Context: an optimization exercise on an open-source flow, tuned for small area, a short achievable clock period and few clock cycles. The choices shown serve that exercise and are no tape-out recipe.
Function was checked by simulation only, so behaviour that the tests miss may differ from the original.

Setup of build 46:
==> flow/design.v (excerpt) <==
module mult_div_unit #(
    parameter int RM  = 8,     
    parameter int BS  = 8     
) (
    input  logic        clk,
    input  logic        reset,
    input  logic        start,
    input  logic [2:0]  op,
    input  logic [31:0] RD1,
    input  logic [31:0] RD2,
    output logic        busy,
    output logic [31:0] HI,
    output logic [31:0] LO
);
For scale: ~1700 cells after synthesis, roughly 110 flip-flops, about 14000 um2 of cells after synthesis.
Settings: LEC_CHECK=0, ABC_AREA=1, CAP_MARGIN=20, CORE_MARGIN=2, CORE_UTILIZATION=60, SLEW_MARGIN=20; clock period 90.0 ns.
standard.sh (not shown) runs the stock make flow with config.mk's settings and CLKGATE_MAP_FILE= SYNTH_SCRIPT=/design/flow/synth_recipe.tcl, a recipe that flattens the netlist after the stock synthesis.
==> flow/flow/run.sh <==
#!/bin/bash
# Layout flow: the standard synthesis and layout steps, with buf_1 port
# buffers and timing repair aimed at a setup margin that covers the clock
# period left over by the fixed 18 ns input and output delays.
set -uo pipefail
bash standard.sh synth > synth.log 2>&1 || exit 1
bash standard.sh SETUP_SLACK_MARGIN=70.8 \
    'BUFFER_PORTS_ARGS=-buffer_cell sky130_fd_sc_hd__buf_1' \
    finish > layout.log 2>&1 || exit 1
Build 46 reached the end of the flow, and the finished layout is clean on the timing, DRC and antenna checks.
Testbench counts of build 46, summed over its fixed seeds: cycles 13,407.
For build 59, these inputs were changed with respect to build 46:
diff --git a/flow/flow/run.sh b/flow/flow/run.sh
--- a/flow/flow/run.sh
+++ b/flow/flow/run.sh
@@ -6,3 +6,3 @@
 bash standard.sh synth > synth.log 2>&1 || exit 1
-bash standard.sh SETUP_SLACK_MARGIN=70.8 \
+bash standard.sh SETUP_SLACK_MARGIN=71 \
     'BUFFER_PORTS_ARGS=-buffer_cell sky130_fd_sc_hd__buf_1' \
==> comparison <==
Clock buffer count in build 59 vs build 46: up 1
Met3 track demand over resource in global routing (build 59 over build 46): increase, 2.4 points
Build 59 vs build 46 on worst hold slack across all endpoints: build 59 is the lower one.
Build 59 went all the way through the flow, and no timing, DRC or antenna check failed.
Utilization: build 59 vs build 46 up 3.3 points
Compared build 46 against build 59; post-route clock period utilization within noise.
Input-level comparison between build 12 and build 59:
Settings: changing CORE_UTILIZATION from 60 to 40.
==> flow/run.sh (new file) <==
#!/bin/bash
# synth_recipe.tcl (not shown) runs the flow's synth.tcl, then flattens the netlist and writes it again
# the make line also repeats each setting of config.mk as NAME=value (left out here)
make -C /OpenROAD-flow-scripts/flow DESIGN_CONFIG=/design/flow/config.mk WORK_HOME=/design/flow/orfs CLKGATE_MAP_FILE= SYNTH_SCRIPT=/design/flow/synth_recipe.tcl finish
removed: flow/flow/run.sh
removed: flow/standard.sh
Findings:
- Build 12 and build 59 ended up with roughly the same synthesized area.
- Count of TritonRoute iterations in the first routing pass delta for build 12 relative to build 59: 18 higher
- Between build 12 and build 59, the register clock-pin slew on the reported worst setup and hold paths figures differ only marginally.
- The routed wire length number comes out higher for build 59 vs build 12.
- Comparing build 12 and build 59, the higher count of clock-buffer cells in the layout was measured on build 59.
- As far as share of synthesized registers carrying an async set or reset goes, build 59 and build 12 are indistinguishable; the numbers are identical.
- Across both runs, worst setup margin was lower for build 12 than for build 59.
- Relative to build 59, sequential portion of the cell area decreased by 0.19 points in build 12.

mult_div_unit again, from the RTL that the note above started with.
clock: 90.0 ns
lec_check: 0
abc_area: 1
cap_margin: 20
core_margin: 2
core_utilization: 40
slew_margin: 20
==> flow/flow/run.sh <==
#!/bin/bash
# Layout flow: the standard synthesis and layout steps, with buf_4 port
# buffers and timing repair aimed at a setup margin that covers the clock
# period left over by the fixed 18 ns input and output delays.
set -uo pipefail
bash standard.sh synth > synth.log 2>&1 || exit 1
bash standard.sh SETUP_SLACK_MARGIN=71 \
    'BUFFER_PORTS_ARGS=-buffer_cell sky130_fd_sc_hd__buf_4' \
    finish > layout.log 2>&1 || exit 1
The baseline passed the timing, DRC and antenna checks.
Testbench counts at the start, summed over its fixed seeds: cycles 13,407.
==> next run, changes <==
==> flow/flow/run.sh (replaced) <==
#!/bin/bash
# Layout flow: the standard synthesis and layout steps, with buf_1 port
# buffers and timing repair aimed at a setup margin that covers the clock
# period left over by the fixed 18 ns input and output delays.
set -uo pipefail
bash standard.sh synth > synth.log 2>&1 || exit 1
bash standard.sh SETUP_SLACK_MARGIN=70.4 \
    'BUFFER_PORTS_ARGS=-buffer_cell sky130_fd_sc_hd__buf_1' \
    finish > layout.log 2>&1 || exit 1
Settings changed: CORE_UTILIZATION 40 to 60.
Design area went down by 10%.
Routed wire length came out lower by 12%.
Register-to-register slack gains 0.73 ns.
Clock-buffer cell count fell by 2.
==> next run, changes <==
--- a/flow/flow/run.sh
+++ b/flow/flow/run.sh
@@ -7 +7 @@
-bash standard.sh SETUP_SLACK_MARGIN=70.4 \
+bash standard.sh SETUP_SLACK_MARGIN=70.7 \
Settings changed: ABC_AREA 1 to not set.
After rerunning: Global-route usage went up by 2.6 points; via count rises by a few percent; worst hold slack is worse by 0.031 ns; core utilization decreases by 0.98 points; non-clock buffer count went up by 2; critical path depth shrinks by 6; die area grows by a few percent; design area went up slightly; routed wire length is higher by a little under a tenth.
==> next run, changes <==
--- a/flow/flow/run.sh
+++ b/flow/flow/run.sh
@@ -7 +7 @@
-bash standard.sh SETUP_SLACK_MARGIN=70.7 \
+bash standard.sh SETUP_SLACK_MARGIN=70.0 \
Settings changed: ABC_AREA set to 1.
Result: First-iteration DRC count drops by 3.0%. Cell count climbs by 0.71%. Via count drops by about 4.5%. Synthesized cell count climbs by about 0.35%. Flip-flop and latch count stays the same. Global-route usage drops by 2.6 points.

== build 49 ==
Another version of the RTL of mult_div_unit (not shown whole).
For scale: roughly 1900 cells after synthesis, roughly 110 flip-flops, about 140 I/O pins.
## mult_div_unit
module mult_div_unit #(
    parameter int RM  = 8,     
    parameter int BS  = 8     
) (
    input  logic        clk,
    input  logic        reset,
    input  logic        start,
    input  logic [2:0]  op,
    input  logic [31:0] RD1,
    input  logic [31:0] RD2,
    output logic        busy,
    output logic [31:0] HI,
    output logic [31:0] LO
);
clock: 90.0 ns
lec_check: 0
abc_area: 1
cap_margin: 20
core_margin: 2
core_utilization: 40
slew_margin: 20
==> flow/flow/run.sh <==
#!/bin/bash
# Layout flow: the standard synthesis and layout steps, with buf_1 port
# buffers and timing repair aimed at a setup margin that covers the clock
# period left over by the fixed 18 ns input and output delays.
set -uo pipefail
bash standard.sh synth > synth.log 2>&1 || exit 1
bash standard.sh SETUP_SLACK_MARGIN=71 \
    'BUFFER_PORTS_ARGS=-buffer_cell sky130_fd_sc_hd__buf_1' \
    finish > layout.log 2>&1 || exit 1
Testbench counts of build 49, summed over its fixed seeds: cycles 13,407.
Setup changes, build 49 to build 9
-- flow/flow/run.sh --
<<< build 49, line 7
bash standard.sh SETUP_SLACK_MARGIN=71 \
>>> build 9, line 7
bash standard.sh SETUP_SLACK_MARGIN=71.3 \
-- flow/config.mk --
<<< build 49, line 11
export CORE_UTILIZATION = 40
>>> build 9, line 11
export CORE_UTILIZATION = 60
==> comparison <==
Compared with build 49, build 9 degrades routed wire length.
Die outline area: lower on build 9
Between build 9 and build 49, it is build 9 whose site row count is lower, by 13.
The following lists how build 75 was set up differently from build 9:
-- flow/flow/run.sh --
<<< build 9, line 2
# Layout flow: the standard synthesis and layout steps, with buf_1 port
>>> build 75, line 2
# Layout flow: the standard synthesis and layout steps, with buf_2 port
<<< build 9, line 7
bash standard.sh SETUP_SLACK_MARGIN=71.3 \
    'BUFFER_PORTS_ARGS=-buffer_cell sky130_fd_sc_hd__buf_1' \
>>> build 75, line 7
bash standard.sh SETUP_SLACK_MARGIN=71 \
    'BUFFER_PORTS_ARGS=-buffer_cell sky130_fd_sc_hd__buf_2' \
-- flow/config.mk --
<<< build 9, line 8
export ABC_AREA = 1
>>> build 75, line 8
<<< build 9, line 11
export CORE_UTILIZATION = 60
>>> build 75, line 10
export CORE_UTILIZATION = 40
Notes after the runs:
Source of the critical timing path: start -> build 9, r_hi[8] -> build 75. [compare] base=build 9 new=build 75: pre-CTS setup slack +660 ps; count of vias placed by the detailed router -about 13%; cell count -3.7%.
> inputs changed (build 75 -> build 4)
-- flow/flow/run.sh --
<<< build 75, line 2
# Layout flow: the standard synthesis and layout steps, with buf_2 port
>>> build 4, line 2
# Layout flow: the standard synthesis and layout steps, with buf_1 port
<<< build 75, line 7
bash standard.sh SETUP_SLACK_MARGIN=71 \
    'BUFFER_PORTS_ARGS=-buffer_cell sky130_fd_sc_hd__buf_2' \
>>> build 4, line 7
bash standard.sh SETUP_SLACK_MARGIN=70.7 \
    'BUFFER_PORTS_ARGS=-buffer_cell sky130_fd_sc_hd__buf_1' \
-- flow/config.mk --
<<< build 75, line 8
>>> build 4, line 8
export ABC_AREA = 1
<<< build 75, line 10
export CORE_UTILIZATION = 40
>>> build 4, line 11
export CORE_UTILIZATION = 60
==> notes.md <==
Count of plain and timing-repair buffers in the layout shrinks by more than a quarter when moving from build 75 to build 4. Final area, build 4 and build 75: lower on build 4. Final net count for build 4: 4.9% up relative to build 75. | worst hold slack after final layout | build 4 vs build 75 | 16 ps higher |. Compared with build 75, build 4 shows data required time at the worst endpoint higher by 18240 ps. The compound-gate portion of the synthesized area of build 4 falls short of that of build 75 by 4.2 points. In the metrics for build 4 and build 75, the one carrying the higher clock skew is build 4. In the tables for build 4 and build 75, sequential portion of the cell area reads lower with build 75. Where shortest clock period the worst path allows after layout is concerned, build 75 is better than build 4.

mult_div_unit again, from the RTL that the note above started with.
## mult_div_unit
module mult_div_unit #(
    parameter int RM  = 8,     
    parameter int BS  = 8     
) (
    input  logic        clk,
    input  logic        reset,
    input  logic        start,
    input  logic [2:0]  op,
    input  logic [31:0] RD1,
    input  logic [31:0] RD2,
    output logic        busy,
    output logic [31:0] HI,
    output logic [31:0] LO
);
    localparam int ND = RM / 2;                         
    localparam int W  = (32 + RM > 35) ? 32 + RM : 35;  
    localparam int NR = ND + 2;                         
    localparam logic [4:0] c_mul_last = 5'(32 / RM - 1);
    localparam logic [1:0] ST_MUL  = 2'd0;
    localparam logic [1:0] ST_MFIX = 2'd1;
    localparam logic [1:0] ST_PREP = 2'd2;
    localparam logic [1:0] ST_ITER = 2'd3;
    logic        r_busy;
    logic [1:0]  r_st;
    logic [4:0]  r_cnt;
    logic        r_sgnd;      
    logic        r_aneg;      
    logic        r_mprev;     
    logic [31:0] r_b;
    logic [31:0] r_hi;
    logic [31:0] r_lo;
    wire w_mul  = (r_st == ST_MUL);
  ...
clock: 90.0 ns
lec_check: 0
abc_area: 1
cap_margin: 20
core_margin: 2
core_utilization: 40
slew_margin: 20
==> flow/flow/run.sh <==
#!/bin/bash
# Layout flow: the standard synthesis and layout steps, with buf_2 port
# buffers and timing repair aimed at a setup margin that covers the clock
# period left over by the fixed 18 ns input and output delays.
set -uo pipefail
bash standard.sh synth > synth.log 2>&1 || exit 1
bash standard.sh SETUP_SLACK_MARGIN=71 \
    'BUFFER_PORTS_ARGS=-buffer_cell sky130_fd_sc_hd__buf_2' \
    finish > layout.log 2>&1 || exit 1
The starting point finished with timing, DRC and antenna clean.
Testbench counts at the start, summed over its fixed seeds: cycles 13,407.
Next try:
==> flow/flow/run.sh (replaced) <==
#!/bin/bash
# Layout flow: the standard synthesis and layout steps, with buf_1 port
# buffers and timing repair aimed at a setup margin that covers the clock
# period left over by the fixed 18 ns input and output delays.
set -uo pipefail
bash standard.sh synth > synth.log 2>&1 || exit 1
bash standard.sh SETUP_SLACK_MARGIN=71 \
    'BUFFER_PORTS_ARGS=-buffer_cell sky130_fd_sc_hd__buf_1' \
    finish > layout.log 2>&1 || exit 1
Settings changed: CORE_UTILIZATION 40 to 60.
Setup slack got worse by 17 ps.
Final cell count drops by a few percent.
Area after synthesis does not change.
Next try:
--- a/flow/flow/run.sh
+++ b/flow/flow/run.sh
@@ -5,5 +5,5 @@
 set -uo pipefail
 bash standard.sh synth > synth.log 2>&1 || exit 1
-bash standard.sh SETUP_SLACK_MARGIN=71 \
+bash standard.sh SETUP_SLACK_MARGIN=71 SKIP_GATE_CLONING=1 \
     'BUFFER_PORTS_ARGS=-buffer_cell sky130_fd_sc_hd__buf_1' \
     finish > layout.log 2>&1 || exit 1
Settings changed: CORE_UTILIZATION 60 to 40.
Outcome: The new run finished clean; cell area grows by 1.2%; area after synthesis does not change; hold slack is better by 8.0 ps; wire length barely changes.
Next try:
--- a/flow/flow/run.sh
+++ b/flow/flow/run.sh
@@ -5,5 +5,5 @@
 set -uo pipefail
 bash standard.sh synth > synth.log 2>&1 || exit 1
-bash standard.sh SETUP_SLACK_MARGIN=71 SKIP_GATE_CLONING=1 \
+bash standard.sh SETUP_SLACK_MARGIN=71 \
     'BUFFER_PORTS_ARGS=-buffer_cell sky130_fd_sc_hd__buf_1' \
     finish > layout.log 2>&1 || exit 1
Settings changed: CAP_MARGIN 20 to 5, CORE_UTILIZATION 40 to 60, SLEW_MARGIN 20 to 5.
What happened: Fmax hardly moves. Cell area decreases slightly. Clock-buffer cell count goes down by 4. Clock skew stays flat. Sequential cell count is unchanged. Die area came out lower by a quarter to a third. Routed wire length is about the same.

## afterwards: timing with drivers on the ports
In the flow no input, the clock included, has a driving cell. The finished layouts below were timed again as built, in two steps. Step 1 assumes that a clkbuf_16 drives the clock port and a buf_2 every other input. Step 2 adds t to the input delays and takes it off the output delays; t is the mean of the earliest and latest rising clock arrival at the registers after step 1. Input paths then give back, and output paths get back, about the clock's delay inside the block. Slacks: no drivers / after step 1 / after step 2; pairs: no drivers / after step 1.
run	t, ns	slack for setup (ns)	hold slack, ns	worst register clock-pin slew, ns	cell pins on the clock port's net
build 46	0.421	70.861 / 70.811 / 70.461	0.587 / 0.587 / 0.587	0.09 / 0.09	1
build 59	0.409	70.972 / 70.948 / 70.563	0.583 / 0.583 / 0.583	0.09 / 0.09	1
build 12	0.434	69.187 / 69.202 / 68.768	0.599 / 0.599 / 0.599	0.09 / 0.09	1
the first run of note 2	0.436	70.998 / 70.949 / 70.583	0.570 / 0.570 / 0.570	0.10 / 0.10	1
the second run of note 2	0.413	70.546 / 70.575 / 70.162	0.598 / 0.598 / 0.598	0.08 / 0.08	1
the third run of note 2	0.413	70.768 / 70.717 / 70.452	0.568 / 0.568 / 0.568	0.09 / 0.09	1
the fourth run of note 2	0.414	70.181 / 70.212 / 69.798	0.591 / 0.591 / 0.591	0.08 / 0.08	1
build 49	0.434	70.991 / 70.939 / 70.646	0.601 / 0.601 / 0.601	0.09 / 0.09	1
build 9	0.428	70.935 / 70.929 / 70.501	0.602 / 0.602 / 0.602	0.11 / 0.11	1
build 75	0.428	71.018 / 70.963 / 70.643	0.563 / 0.563 / 0.563	0.09 / 0.09	1
build 4	0.418	70.816 / 70.771 / 70.425	0.578 / 0.578 / 0.578	0.10 / 0.10	1
the first run of note 4	0.423	71.002 / 70.952 / 70.640	0.586 / 0.586 / 0.586	0.10 / 0.10	1
the second run of note 4	0.419	70.985 / 70.933 / 70.606	0.569 / 0.569 / 0.569	0.10 / 0.10	1
the third run of note 4	0.431	70.997 / 70.945 / 70.602	0.577 / 0.577 / 0.577	0.09 / 0.09	1
the fourth run of note 4	0.419	70.985 / 70.933 / 70.606	0.569 / 0.569 / 0.569	0.10 / 0.10	1
After both steps setup and hold are still met in every run listed. For build 9, which loses most, drivers alone change the setup slack by -0.006 ns; drivers and shift together by -0.434 ns.
